Source: an optimization exercise on an open RTL-to-GDS flow (aim: small area, a short achievable clock period and few clock cycles per item). Production flows keep margins and buffers that such runs may drop. Only simulation tests tie the RTL to the original design; equivalence was not proved. Power and IR drop assume default switching activity.

--- design.v ---
package ctnc_pkg;
   localparam int COORD_BITS = 32;
   localparam int FRAC_BITS  = 16;
   localparam int RGB_BITS   = 24;
   localparam int QBITS      = COORD_BITS + FRAC_BITS;
   localparam int DIV_STEPS  = QBITS;
   localparam int STEP_BITS  = $clog2(DIV_STEPS + 1);
   localparam int REQ_BYTES  = (4 * COORD_BITS + RGB_BITS + 7) / 8;
   localparam int RSP_BYTES  = (4 * COORD_BITS + RGB_BITS + 7) / 8;
   typedef logic signed [COORD_BITS-1:0] coord_type;
   typedef struct packed {
      coord_type x;
      coord_type y;
      coord_type z;
      coord_type w;
      logic [RGB_BITS-1:0] rgb;
   } vtx_type;
   localparam logic [2:0] SRC_V0 = 3'd0;
   localparam logic [2:0] SRC_V1 = 3'd1;
   localparam logic [2:0] SRC_V2 = 3'd2;
   localparam logic [2:0] SRC_C1 = 3'd3;
   localparam logic [2:0] SRC_C2 = 3'd4;
   typedef struct packed {
      logic       hold0;      
      logic       hold1;      
      logic       hold2;      
      logic       clip_go;    
      logic [1:0] clip_out;   
      logic [1:0] clip_in;    
      logic       clip_dst;   
      logic [2:0] src;        
      logic       emit;       
   } cmd_type;
   typedef struct packed {
      logic       clip_busy;
      logic       reject;
      logic [2:0] near_out;
   } sts_type;
endpackage
module ctnc_datapath (
   input  logic                clock,
   input  logic                reset,
   input  ctnc_pkg::vtx_type   in_vtx,
   input  ctnc_pkg::cmd_type   cmd,
   output ctnc_pkg::sts_type   sts,
   output ctnc_pkg::vtx_type   out_vtx
);
   localparam logic [2:0] CS_IDLE = 3'd0;
   localparam logic [2:0] CS_DIV  = 3'd1;
   localparam logic [2:0] CS_MUL  = 3'd2;
   localparam logic [2:0] CS_ADD  = 3'd3;
   localparam logic [2:0] CS_PRD  = 3'd4;
   localparam logic signed [ctnc_pkg::COORD_BITS+1:0] CMAX_X =
      (ctnc_pkg::COORD_BITS+2)'((65'sd1 <<< (ctnc_pkg::COORD_BITS-1)) - 65'sd1);
   localparam logic signed [ctnc_pkg::COORD_BITS+1:0] CMIN_X = -CMAX_X - 1;
   ctnc_pkg::vtx_type v0_ff, v1_ff, v2_ff, c1_ff, c2_ff;
   ctnc_pkg::vtx_type o_ff, i_ff;
   logic    dst_ff;
   logic [2:0]           cs_ff, cs_in;
   logic [ctnc_pkg::STEP_BITS-1:0] step_ff;
   logic [ctnc_pkg::QBITS-1:0]     q_ff, n_ff;
   logic [ctnc_pkg::COORD_BITS:0]  r_ff, d_ff;
   logic                 neg_ff;
   ctnc_pkg::coord_type            t_ff;
   logic [1:0]           k_ff;
   logic signed [ctnc_pkg::COORD_BITS:0]     diff_ff;
   logic signed [2*ctnc_pkg::COORD_BITS+1:0] prod_ff;
   ctnc_pkg::coord_type            res_ff [4];
   function automatic ctnc_pkg::vtx_type pick(input logic [1:0] s, input ctnc_pkg::vtx_type a,
                                    input ctnc_pkg::vtx_type b, input ctnc_pkg::vtx_type c);
      case (s)
         2'd0:    pick = a;
         2'd1:    pick = b;
         default: pick = c;
      endcase
   endfunction
   function automatic ctnc_pkg::coord_type comp(input ctnc_pkg::vtx_type v, input logic [1:0] k);
      case (k)
         2'd0:    comp = v.x;
         2'd1:    comp = v.y;
         2'd2:    comp = v.z;
         default: comp = v.w;
      endcase
   endfunction
   function automatic logic [5:0] planes(input ctnc_pkg::vtx_type v);
      logic signed [ctnc_pkg::COORD_BITS:0] nw;
      nw = -((ctnc_pkg::COORD_BITS+1)'(v.w));
      planes[0] = (ctnc_pkg::COORD_BITS+1)'(v.z) < nw;
      planes[1] = v.z > v.w;
      planes[2] = (ctnc_pkg::COORD_BITS+1)'(v.x) < nw;
      planes[3] = v.x > v.w;
      planes[4] = (ctnc_pkg::COORD_BITS+1)'(v.y) < nw;
      planes[5] = v.y > v.w;
   endfunction
   logic [2:0] nr, fr, lf, rt, bt, tp;
   logic [5:0] pl0, pl1, pl2;
   assign pl0 = planes(v0_ff);
   assign pl1 = planes(v1_ff);
   assign pl2 = planes(v2_ff);
   assign nr = {pl2[0], pl1[0], pl0[0]};
   assign fr = {pl2[1], pl1[1], pl0[1]};
   assign lf = {pl2[2], pl1[2], pl0[2]};
   assign rt = {pl2[3], pl1[3], pl0[3]};
   assign bt = {pl2[4], pl1[4], pl0[4]};
   assign tp = {pl2[5], pl1[5], pl0[5]};
   assign sts.near_out  = nr;
   assign sts.reject    = (&nr) | (&fr) | (&lf) | (&rt) | (&bt) | (&tp);
   assign sts.clip_busy = (cs_ff != CS_IDLE);
   always_ff @(posedge clock) begin
      if (cmd.hold0) v0_ff <= in_vtx;
      if (cmd.hold1) v1_ff <= in_vtx;
      if (cmd.hold2) v2_ff <= in_vtx;
   end
   logic signed [ctnc_pkg::COORD_BITS:0] num_s, den_s;
   ctnc_pkg::vtx_type oa, ia;
   always_comb begin
      oa = pick(cmd.clip_out, v0_ff, v1_ff, v2_ff);
      ia = pick(cmd.clip_in,  v0_ff, v1_ff, v2_ff);
      num_s = -((ctnc_pkg::COORD_BITS+1)'(oa.z));
      den_s = (ctnc_pkg::COORD_BITS+1)'(ia.z) - (ctnc_pkg::COORD_BITS+1)'(oa.z);
   end
   logic [ctnc_pkg::COORD_BITS:0] r_sh, r_sub;
   logic                r_ge;
   always_comb begin
      r_sh  = {r_ff[ctnc_pkg::COORD_BITS-1:0], n_ff[ctnc_pkg::QBITS-1]};
      r_ge  = ({1'b0, r_ff} << 1 | (ctnc_pkg::COORD_BITS+2)'(n_ff[ctnc_pkg::QBITS-1])) >=
              (ctnc_pkg::COORD_BITS+2)'(d_ff);
      r_sub = r_sh - d_ff;
   end
   logic [ctnc_pkg::QBITS-1:0] lim_q;
   assign lim_q = neg_ff ? ctnc_pkg::QBITS'(CMAX_X) + 1'b1 : ctnc_pkg::QBITS'(CMAX_X);
   logic [2*ctnc_pkg::COORD_BITS+1:0] pmag;
   logic [2*ctnc_pkg::COORD_BITS+1:0] psh;
   logic signed [ctnc_pkg::COORD_BITS+1:0] scl, sum;
   logic pneg;
   always_comb begin
      pneg = prod_ff[2*ctnc_pkg::COORD_BITS+1];
      pmag = pneg ? -prod_ff : prod_ff;
      psh  = pmag >> ctnc_pkg::FRAC_BITS;
      if (psh > (2*ctnc_pkg::COORD_BITS+2)'(CMAX_X) + (pneg ? 1 : 0))
         scl = pneg ? CMIN_X : CMAX_X;
      else
         scl = pneg ? -((ctnc_pkg::COORD_BITS+2)'(psh)) : (ctnc_pkg::COORD_BITS+2)'(psh);
      sum = (ctnc_pkg::COORD_BITS+2)'(comp(o_ff, k_ff)) + scl;
      if (sum > CMAX_X)      sum = CMAX_X;
      else if (sum < CMIN_X) sum = CMIN_X;
   end
   always_comb begin
      cs_in = cs_ff;
      case (cs_ff)
         CS_IDLE: if (cmd.clip_go) cs_in = CS_DIV;
         CS_DIV:  if (step_ff == ctnc_pkg::STEP_BITS'(0)) cs_in = CS_MUL;
         CS_MUL:  cs_in = CS_PRD;
         CS_PRD:  cs_in = CS_ADD;
         CS_ADD:  cs_in = (k_ff == 2'd3) ? CS_IDLE : CS_MUL;
         default: cs_in = CS_IDLE;
      endcase
   end
   always_ff @(posedge clock) begin
      if (reset) cs_ff <= CS_IDLE;
      else       cs_ff <= cs_in;
   end
   always_ff @(posedge clock) begin
      case (cs_ff)
         CS_IDLE: if (cmd.clip_go) begin
            o_ff    <= oa;
            i_ff    <= ia;
            dst_ff  <= cmd.clip_dst;
            neg_ff  <= num_s[ctnc_pkg::COORD_BITS] ^ den_s[ctnc_pkg::COORD_BITS];
            n_ff    <= ctnc_pkg::QBITS'({(num_s[ctnc_pkg::COORD_BITS] ? -num_s : num_s),
                               {ctnc_pkg::FRAC_BITS{1'b0}}});
            d_ff    <= den_s[ctnc_pkg::COORD_BITS] ? -den_s : den_s;
            r_ff    <= '0;
            q_ff    <= '0;
            step_ff <= ctnc_pkg::STEP_BITS'(ctnc_pkg::DIV_STEPS);
            k_ff    <= 2'd0;
         end
         CS_DIV: begin
            if (step_ff != ctnc_pkg::STEP_BITS'(0)) begin
               n_ff    <= n_ff << 1;
               r_ff    <= r_ge ? r_sub : r_sh;
               q_ff    <= {q_ff[ctnc_pkg::QBITS-2:0], r_ge};
               step_ff <= step_ff - 1'b1;
            end else begin
               if (o_ff.z == '0)       t_ff <= '0;
               else if (d_ff == '0)    t_ff <= neg_ff ? ctnc_pkg::coord_type'(CMIN_X)
                                                      : ctnc_pkg::coord_type'(CMAX_X);
               else if (q_ff > lim_q)  t_ff <= neg_ff ? ctnc_pkg::coord_type'(CMIN_X)
                                                      : ctnc_pkg::coord_type'(CMAX_X);
               else t_ff <= neg_ff ? -(ctnc_pkg::coord_type'(q_ff)) : ctnc_pkg::coord_type'(q_ff);
            end
         end
         CS_MUL: begin
            diff_ff <= (ctnc_pkg::COORD_BITS+1)'(comp(i_ff, k_ff))
                       - (ctnc_pkg::COORD_BITS+1)'(comp(o_ff, k_ff));
         end
         CS_ADD: begin
            res_ff[k_ff] <= ctnc_pkg::coord_type'(sum);
            k_ff <= k_ff + 1'b1;
            if (k_ff == 2'd3) begin
               if (dst_ff) c2_ff <= {res_ff[0], res_ff[1], res_ff[2],
                                     ctnc_pkg::coord_type'(sum), o_ff.rgb};
               else        c1_ff <= {res_ff[0], res_ff[1], res_ff[2],
                                     ctnc_pkg::coord_type'(sum), o_ff.rgb};
            end
         end
         default: ;
      endcase
   end
   always_ff @(posedge clock) begin
      prod_ff <= (2*ctnc_pkg::COORD_BITS+2)'(diff_ff) * (2*ctnc_pkg::COORD_BITS+2)'(t_ff);
   end
   always_ff @(posedge clock) begin
      if (cmd.emit) begin
         case (cmd.src)
            ctnc_pkg::SRC_V0:  out_vtx <= v0_ff;
            ctnc_pkg::SRC_V1:  out_vtx <= v1_ff;
            ctnc_pkg::SRC_V2:  out_vtx <= v2_ff;
            ctnc_pkg::SRC_C1:  out_vtx <= c1_ff;
            default: out_vtx <= c2_ff;
         endcase
      end
   end
endmodule
module ctnc_control (
   input  logic               clock,
   input  logic               reset,
   input  logic               in_valid,
   output logic               in_ready,
   output logic               out_valid,
   input  logic               out_ready,
   output logic               out_last,
   input  ctnc_pkg::sts_type  sts,
   output ctnc_pkg::cmd_type  cmd
);
   localparam logic [2:0] ST_IN   = 3'd0;
   localparam logic [2:0] ST_TEST = 3'd1;
   localparam logic [2:0] ST_CLIP = 3'd2;
   localparam logic [2:0] ST_WAIT = 3'd3;
   localparam logic [2:0] ST_EMIT = 3'd4;
   logic [2:0] state_ff, state_in;
   logic [1:0] slot_ff, slot_in;
   logic [2:0] idx_ff, idx_in;
   logic [2:0] cnt_ff, cnt_in;    
   logic       nclip_ff, nclip_in;  
   logic       valid_ff, valid_in, last_ff, last_in;
   logic [1:0] o1, o2, ii;        
   logic       two_ff, two_in;
   always_comb begin
      two_in = 1'b0; o1 = 2'd0; o2 = 2'd1; ii = 2'd2;
      if (sts.near_out[0] && sts.near_out[1]) begin
         two_in = 1'b1; o1 = 2'd0; o2 = 2'd1; ii = 2'd2;
      end else if (sts.near_out[1] && sts.near_out[2]) begin
         two_in = 1'b1; o1 = 2'd1; o2 = 2'd2; ii = 2'd0;
      end else if (sts.near_out[0] && sts.near_out[2]) begin
         two_in = 1'b1; o1 = 2'd2; o2 = 2'd0; ii = 2'd1;
      end else if (sts.near_out[0]) begin
         o1 = 2'd0; o2 = 2'd1; ii = 2'd2;
      end else if (sts.near_out[1]) begin
         o1 = 2'd1; o2 = 2'd2; ii = 2'd0;
      end else begin
         o1 = 2'd2; o2 = 2'd0; ii = 2'd1;
      end
   end
   logic [2:0] src_sel;
   always_comb begin
      src_sel = ctnc_pkg::SRC_V0;
      if (sts.near_out == 3'b000) begin
         src_sel = (idx_ff == 3'd0) ? ctnc_pkg::SRC_V0 : (idx_ff == 3'd1) ? ctnc_pkg::SRC_V1 : ctnc_pkg::SRC_V2;
      end else if (two_ff) begin
         case (idx_ff)
            3'd0:    src_sel = {1'b0, ii};
            3'd1:    src_sel = ctnc_pkg::SRC_C1;
            default: src_sel = ctnc_pkg::SRC_C2;
         endcase
      end else begin
         case (idx_ff)
            3'd0:    src_sel = {1'b0, o2};
            3'd1:    src_sel = {1'b0, ii};
            3'd2:    src_sel = ctnc_pkg::SRC_C2;
            3'd3:    src_sel = {1'b0, o2};
            3'd4:    src_sel = ctnc_pkg::SRC_C2;
            default: src_sel = ctnc_pkg::SRC_C1;
         endcase
      end
   end
   logic out_free;
   assign out_free = !valid_ff || out_ready;
   always_comb begin
      state_in = state_ff; slot_in = slot_ff; idx_in = idx_ff; cnt_in = cnt_ff;
      nclip_in = nclip_ff; valid_in = valid_ff && !out_ready; last_in = last_ff;
      cmd = '0;
      cmd.src = src_sel;
      in_ready = (state_ff == ST_IN);
      case (state_ff)
         ST_IN: if (in_valid) begin
            case (slot_ff)
               2'd0:    begin cmd.hold0 = 1'b1; slot_in = 2'd1; end
               2'd1:    begin cmd.hold1 = 1'b1; slot_in = 2'd2; end
               default: begin cmd.hold2 = 1'b1; slot_in = 2'd0; state_in = ST_TEST; end
            endcase
         end
         ST_TEST: begin
            idx_in = 3'd0; nclip_in = 1'b0;
            if (sts.reject)                  state_in = ST_IN;
            else if (sts.near_out == 3'b000) begin cnt_in = 3'd3; state_in = ST_EMIT; end
            else begin cnt_in = two_in ? 3'd3 : 3'd6; state_in = ST_CLIP; end
         end
         ST_CLIP: begin
            cmd.clip_go = 1'b1;
            if (two_ff) begin
               cmd.clip_out = nclip_ff ? o2 : o1; cmd.clip_in = ii;
            end else begin
               cmd.clip_out = o1; cmd.clip_in = nclip_ff ? ii : o2;
            end
            cmd.clip_dst = nclip_ff;
            state_in = ST_WAIT;
         end
         ST_WAIT: if (!sts.clip_busy) begin
            nclip_in = 1'b1;
            state_in = nclip_ff ? ST_EMIT : ST_CLIP;
         end
         ST_EMIT: if (out_free) begin
            cmd.emit = 1'b1;
            valid_in = 1'b1;
            last_in  = (idx_ff == cnt_ff - 3'd1);
            idx_in   = idx_ff + 3'd1;
            if (idx_ff == cnt_ff - 3'd1) state_in = ST_IN;
         end
         default: state_in = ST_IN;
      endcase
   end
   always_ff @(posedge clock) begin
      if (reset) begin
         state_ff <= ST_IN; slot_ff <= 2'd0; idx_ff <= 3'd0; cnt_ff <= 3'd0;
         nclip_ff <= 1'b0; valid_ff <= 1'b0; last_ff <= 1'b0; two_ff <= 1'b0;
      end else begin
         state_ff <= state_in; slot_ff <= slot_in; idx_ff <= idx_in; cnt_ff <= cnt_in;
         nclip_ff <= nclip_in; valid_ff <= valid_in; last_ff <= last_in;
         if (state_ff == ST_TEST) two_ff <= two_in;
      end
   end
   assign out_valid = valid_ff;
   assign out_last  = last_ff;
endmodule
module clip_space_triangle_near_clipper (
   input  logic         clock,
   input  logic         reset,
   input  logic         req_tvalid,
   output logic         req_tready,
   input  logic [ctnc_pkg::REQ_BYTES*8-1:0] req_tdata,
   output logic         rsp_tvalid,
   input  logic         rsp_tready,
   output logic [ctnc_pkg::RSP_BYTES*8-1:0] rsp_tdata,
   output logic         rsp_tlast
);
   ctnc_pkg::vtx_type in_vtx, out_vtx;
   ctnc_pkg::cmd_type cmd;
   ctnc_pkg::sts_type sts;
   assign in_vtx.x   = req_tdata[ctnc_pkg::COORD_BITS-1:0];
   assign in_vtx.y   = req_tdata[2*ctnc_pkg::COORD_BITS-1:ctnc_pkg::COORD_BITS];
   assign in_vtx.z   = req_tdata[3*ctnc_pkg::COORD_BITS-1:2*ctnc_pkg::COORD_BITS];
   assign in_vtx.w   = req_tdata[4*ctnc_pkg::COORD_BITS-1:3*ctnc_pkg::COORD_BITS];
   assign in_vtx.rgb = req_tdata[4*ctnc_pkg::COORD_BITS+ctnc_pkg::RGB_BITS-1:4*ctnc_pkg::COORD_BITS];
   assign rsp_tdata = (ctnc_pkg::RSP_BYTES*8)'({out_vtx.rgb, out_vtx.w, out_vtx.z,
                                      out_vtx.y, out_vtx.x});
   ctnc_control u_ctl (
      .clock(clock), .reset(reset),
      .in_valid(req_tvalid), .in_ready(req_tready),
      .out_valid(rsp_tvalid), .out_ready(rsp_tready), .out_last(rsp_tlast),
      .sts(sts), .cmd(cmd)
   );
   ctnc_datapath u_dp (
      .clock(clock), .reset(reset),
      .in_vtx(in_vtx), .cmd(cmd), .sts(sts), .out_vtx(out_vtx)
   );
endmodule
--- run.sh ---
#!/bin/bash
# synth_recipe.tcl (not shown) runs the flow's synth.tcl, then flattens the netlist and writes it again
# the make line also repeats each setting of config.mk as NAME=value (left out here)
make -C /OpenROAD-flow-scripts/flow DESIGN_CONFIG=/design/flow/config.mk WORK_HOME=/design/flow/orfs CLKGATE_MAP_FILE= SYNTH_SCRIPT=/design/flow/synth_recipe.tcl finish
--- constraint.sdc ---
create_clock -name core_clock -period 13.0 [get_ports {clock}]
set_input_delay 2.6000 -clock core_clock [delete_from_list [all_inputs] [get_ports {clock}]]
set_output_delay 2.6000 -clock core_clock [all_outputs]
set_load 0.01 [all_outputs]
--- config.mk ---
export PLATFORM = sky130hd
export DESIGN_NAME = clip_space_triangle_near_clipper
export DESIGN_NICKNAME = clip_space_triangle_near_clipper
export VERILOG_FILES = /design/flow/design.v
export SDC_FILE = /design/flow/constraint.sdc
export NUM_CORES = 4
export LEC_CHECK = 0
export CAP_MARGIN = 20
export CORE_MARGIN = 2
export CORE_UTILIZATION = 45
export SLEW_MARGIN = 20
==> impl_metrics.sql <==
INSERT INTO impl_metrics (metric_group, metric, value, unit) VALUES
('layout', 'post_route_design_area', '139000', 'um^2'),
('sta', 'sum_of_negative_setup_slack', '0', 'ps'),
('critical_path', 'critical_register_to_register_path_startpoint', 'u_dp.v1_ff[26]', ''),
('synthesis', 'synth_area', '125000', 'um^2'),
('die', 'floorplan.initialDensity', '0.453', ''),
('placement', 'dpl.hpwl', '367000', 'um'),
('synthesis', 'post-synth-top-area-cell', 'sky130_fd_sc_hd__edfxtp_1', ''),
('pwr', 'ir_worst_vdd', '0.113', 'mV'),
('layout', 'most_common_library_cell_in_the_layout_ignoring_fill_and_taps', 'sky130_fd_sc_hd__edfxtp_1', ''),
('synthesis', 'synth_cells', '11500', ''),
('layout', 'regArea', '47000', 'um^2'),
('routing', 'finalWirelength', '475000', 'um'),
('layout', 'multi_input_gate_area', '71100', 'um^2'),
('sta', 'finClkSkew', '77.6', 'ps'),
('routing', 'route.detailed.drc', '0', ''),
('routing', 'via_count', '93500', ''),
('synthesis', 'synth_seq_cells', '1592', ''),
('synthesis', 'synth.top_cell.area_share', '0.362', ''),
('placement', 'port-buffer-count', '310', ''),
('sta', 'final_period_minus_worst_setup_slack', '12440', 'ps'),
('synthesis', 'ys_warn_count', '2', ''),
('placement', 'gp_congestion', '1.00', ''),
('clock_network', 'clock_buffers_created_by_tritoncts', '182', ''),
('critical_path', 'cp_max_fo', '6', ''),
('clock_network', 'holdBufCountCts', '0', ''),
('die', 'dieHeight', '531', 'um'),
('layout', 'nets', '13900', ''),
('die', 'design.portCount', '311', ''),
('critical_path', 'endpoint_kind', 'register', ''),
('synthesis', 'asyncSetResetFlopFracSynth', '0', ''),
('status', 'status', 'timing/DRC/antenna clean', ''),
('die', 'floorplan.die_area', '282000', 'um^2'),
('layout', 'n_fill_cell', '24700', ''),
('sta', 'report.final.hold_viol_count', '0', ''),
('synthesis', 'seq_area_frac_synth', '0.375', ''),
('layout', 'post_route_cells_drive_above_1_share', '0.0830', ''),
('critical_path', 'critPathMaxStageDelay', '770', 'ps'),
('clock_network', 'cts_num_sinks', '1592', ''),
('critical_path', 'kind_of_cell_adding_the_most_delay_to_the_critical_path', 'simple AND/OR/NAND/NOR gates', ''),
('global_routing', 'grt_max_degree', '118', ''),
('global_routing', 'number_of_global_route_vias_before_repair', '94600', ''),
('global_routing', 'grt_antenna_before_repair', '54', ''),
('critical_path', 'crit_path_start_kind', 'register', ''),
('routing', 'detail_route.first_pass.iterations', '7', ''),
('sta', 'worst_slew_pin_slew', '1300', 'ps'),
('critical_path', 'worstPathArrival', '13130', 'ps'),
('critical_path', 'path_buf_inv', '0', ''),
('synthesis', 'synth-edff-count', '1509', ''),
('global_routing', 'grt_first_pass_wirelength', '684000', 'um'),
('synthesis', 'synth-main-ff-cell', 'sky130_fd_sc_hd__edfxtp_1', ''),
('pwr', 'power_density', '92.0', 'nW/um^2'),
('critical_path', 'worstSetupPathType', 'reg -> reg', ''),
('global_routing', 'gr-usage-all-layers', '0.334', ''),
('placement', 'place_area', '133000', 'um^2'),
('clock_network', 'cts.path.max_buffers', '4', ''),
('synthesis', 'yosys-top-cells-area', 'sky130_fd_sc_hd__edfxtp_1 36%, sky130_fd_sc_hd__fa_1 18%, sky130_fd_sc_hd__ha_1 9.3%', ''),
('clock_network', 'tritoncts', 'yes', ''),
('routing', 'antenna_violating_nets_post_route', '0', ''),
('sta', 'final_cycle_share', '0.957', ''),
('die', 'design.core.area', '276000', 'um^2'),
('clock_network', 'clock_latency', '910', 'ps'),
('sta', 'timing.slew.headroom', '0.125', ''),
('die', 'row_count', '193', ''),
('clock_network', 'postCtsSetupRepairBufs', '0', ''),
('routing', 'vias_per_cell', '6.00', ''),
('sta', 'fmaxAchievable', '80.4', 'MHz'),
('clock_network', 'clock-root-buffer', 'sky130_fd_sc_hd__clkbuf_16', ''),
('critical_path', 'cp.required', '13690', 'ps'),
('routing', 'drtIter0Drc', '9835', ''),
('pwr', 'static-leakage-power', '56.9', 'nW'),
('sta', 'setup_repair_after_global_routing_missed_its_margin', 'false', '');
synthesized netlist by cell type, types with 33 or more instances:
master	instances
sky130_fd_sc_hd__clkbuf_1	454
sky130_fd_sc_hd__a21oi_1	503
sky130_fd_sc_hd__xnor2_1	299
sky130_fd_sc_hd__edfxtp_1	1509
sky130_fd_sc_hd__nor3_1	135
sky130_fd_sc_hd__a31oi_1	41
sky130_fd_sc_hd__a211oi_1	38
sky130_fd_sc_hd__o21a_1	93
sky130_fd_sc_hd__nor4_1	66
sky130_fd_sc_hd__o21ai_0	445
sky130_fd_sc_hd__mux4_2	152
sky130_fd_sc_hd__o221ai_1	41
sky130_fd_sc_hd__nor2_1	547
sky130_fd_sc_hd__mux2_2	186
sky130_fd_sc_hd__xor2_1	86
sky130_fd_sc_hd__a21o_1	103
sky130_fd_sc_hd__ha_1	933
sky130_fd_sc_hd__nand2_1	1408
sky130_fd_sc_hd__inv_1	1433
sky130_fd_sc_hd__o31ai_1	39
sky130_fd_sc_hd__and3_1	44
sky130_fd_sc_hd__nand3_1	130
sky130_fd_sc_hd__and2_1	292
sky130_fd_sc_hd__nand4_1	152
sky130_fd_sc_hd__a22oi_1	249
sky130_fd_sc_hd__a222oi_1	33
sky130_fd_sc_hd__nand2b_1	147
sky130_fd_sc_hd__fa_1	1116
sky130_fd_sc_hd__dfxtp_1	83
sky130_fd_sc_hd__o22ai_1	84
sky130_fd_sc_hd__buf_1	49
sky130_fd_sc_hd__or3_1	56
sky130_fd_sc_hd__nor2b_1	123
state kept, by name, indices dropped and copies added, names as in the netlist, 6 cells and up:
signal,flops
u_dp.prod_ff,65
u_dp.t_ff,32
u_dp.res_ff,96
u_dp.diff_ff,33
u_dp.out_vtx,152
u_dp.o_ff,152
u_dp.v0_ff,152
u_dp.i_ff,128
u_dp.v2_ff,152
u_dp.n_ff,32
u_dp.c1_ff,152
u_dp.d_ff,33
u_dp.c2_ff,152
u_dp.step_ff,6
u_dp.r_ff,33
u_dp.q_ff,48
u_dp.v1_ff,152
layout make-up:
class | instances | area share
multi-input combinational | 7940 | 0.511
clock inverter | 111 | 0.00824
antenna | 15 | 0.000270
tap | 3705 | 0.0333
timing repair buffer | 561 | 0.0367
clock buffer | 220 | 0.0344
sequential | 1592 | 0.338
inverter | 1439 | 0.0389
power breakdown:
group          switching (mW)  total [mW]  leakage (nW)  internal (mW)
Clock                    2.25        5.24          2.89           2.99
Combinational            1.02        1.70          39.6          0.676
Sequential              0.156        5.88          14.3           5.72
worst register-to-register path: cells and delay by family, from the launching register on:
family / cells / cell delay [ps]
DFF: 1 / 520
AOI/OAI and AO/OA: 20 / 5110
xor gates and xnor gates: 2 / 340
and+or+nand+nor: 13 / 5520
adders and majority gates: 3 / 760
routing by layer:
| metal | vias up | routed length, um | GRT usage |
|---|---|---|---|
| li1 | 40300 | - | - |
| met1 | 48100 | 192000 | 0.445 |
| met2 | 4182 | 219000 | 0.531 |
| met3 | 873 | 39600 | 0.0659 |
| met4 | 38 | 24800 | 0.148 |
| met5 | - | 265 | 0 |
kinds of logic (layout without fill, tap and decap cells):
family | count (synthesis) | after routing | share of synthesized area
XOR/XNOR | 388 | 388 | 0.0275
AO/OA/AOI/OAI | 1932 | 1932 | 0.0996
buffers and inverters | 1956 | 2331 | 0.0591
multiplexers | 364 | 364 | 0.0462
other | 0 | 15 | 0
adder cells (fa/ha/maj) | 2054 | 2054 | 0.272
flip-flops | 1592 | 1592 | 0.375
AND/OR/NAND/NOR | 3202 | 3202 | 0.120
per-stage QoR:
stage	std cells	utilization	power [mW]	setup slack, ps
finish	15600	0.503	12.8	563
CTS	15600	0.503	12.8	773
detailed placement	15200	0.482	7.64	800
global placement	15200	0.481	7.63	791
floorplan	11500	-	6.91	803
global route	15600	0.503	13.2	50.0
worst paths after layout:
check	to	slack (ps)	cells past startpoint
setup reg to reg	u_dp.d_ff[32]	560	38
hold reg to reg	u_dp.c2_ff[136]	440	0
setup / recovery	u_dp.d_ff[32]	560	38
hold / removal	u_dp.c2_ff[136]	440	0
Testbench counts, summed over its fixed seeds: cycles 14,819, triangles 256.

[static timing again, ports no longer ideal]
How much do the figures lean on ideal ports? The routed layout below was timed once more, with nothing changed but the port constraints. Step 1: set_driving_cell puts a clkbuf_16 on clock and a buf_2 on each other input, an assumption about the parent block. Step 2 times the ports against the registers' clock, not the clock port: input delays grow and output delays shrink by t, the midpoint of the rising clock arrivals with the driver on. Slacks: ideal ports / drivers / drivers and shift; pairs: ideal ports / drivers.
t, ns: 0.977
setup WS [ns]: 0.563 / 0.563 / 0.563
latest minus earliest clock arrival (ns): 0.077 / 0.078
After both steps this run still meets setup and hold. For this run, drivers alone change the setup slack by 0.000 ns; drivers and shift together by 0.000 ns.
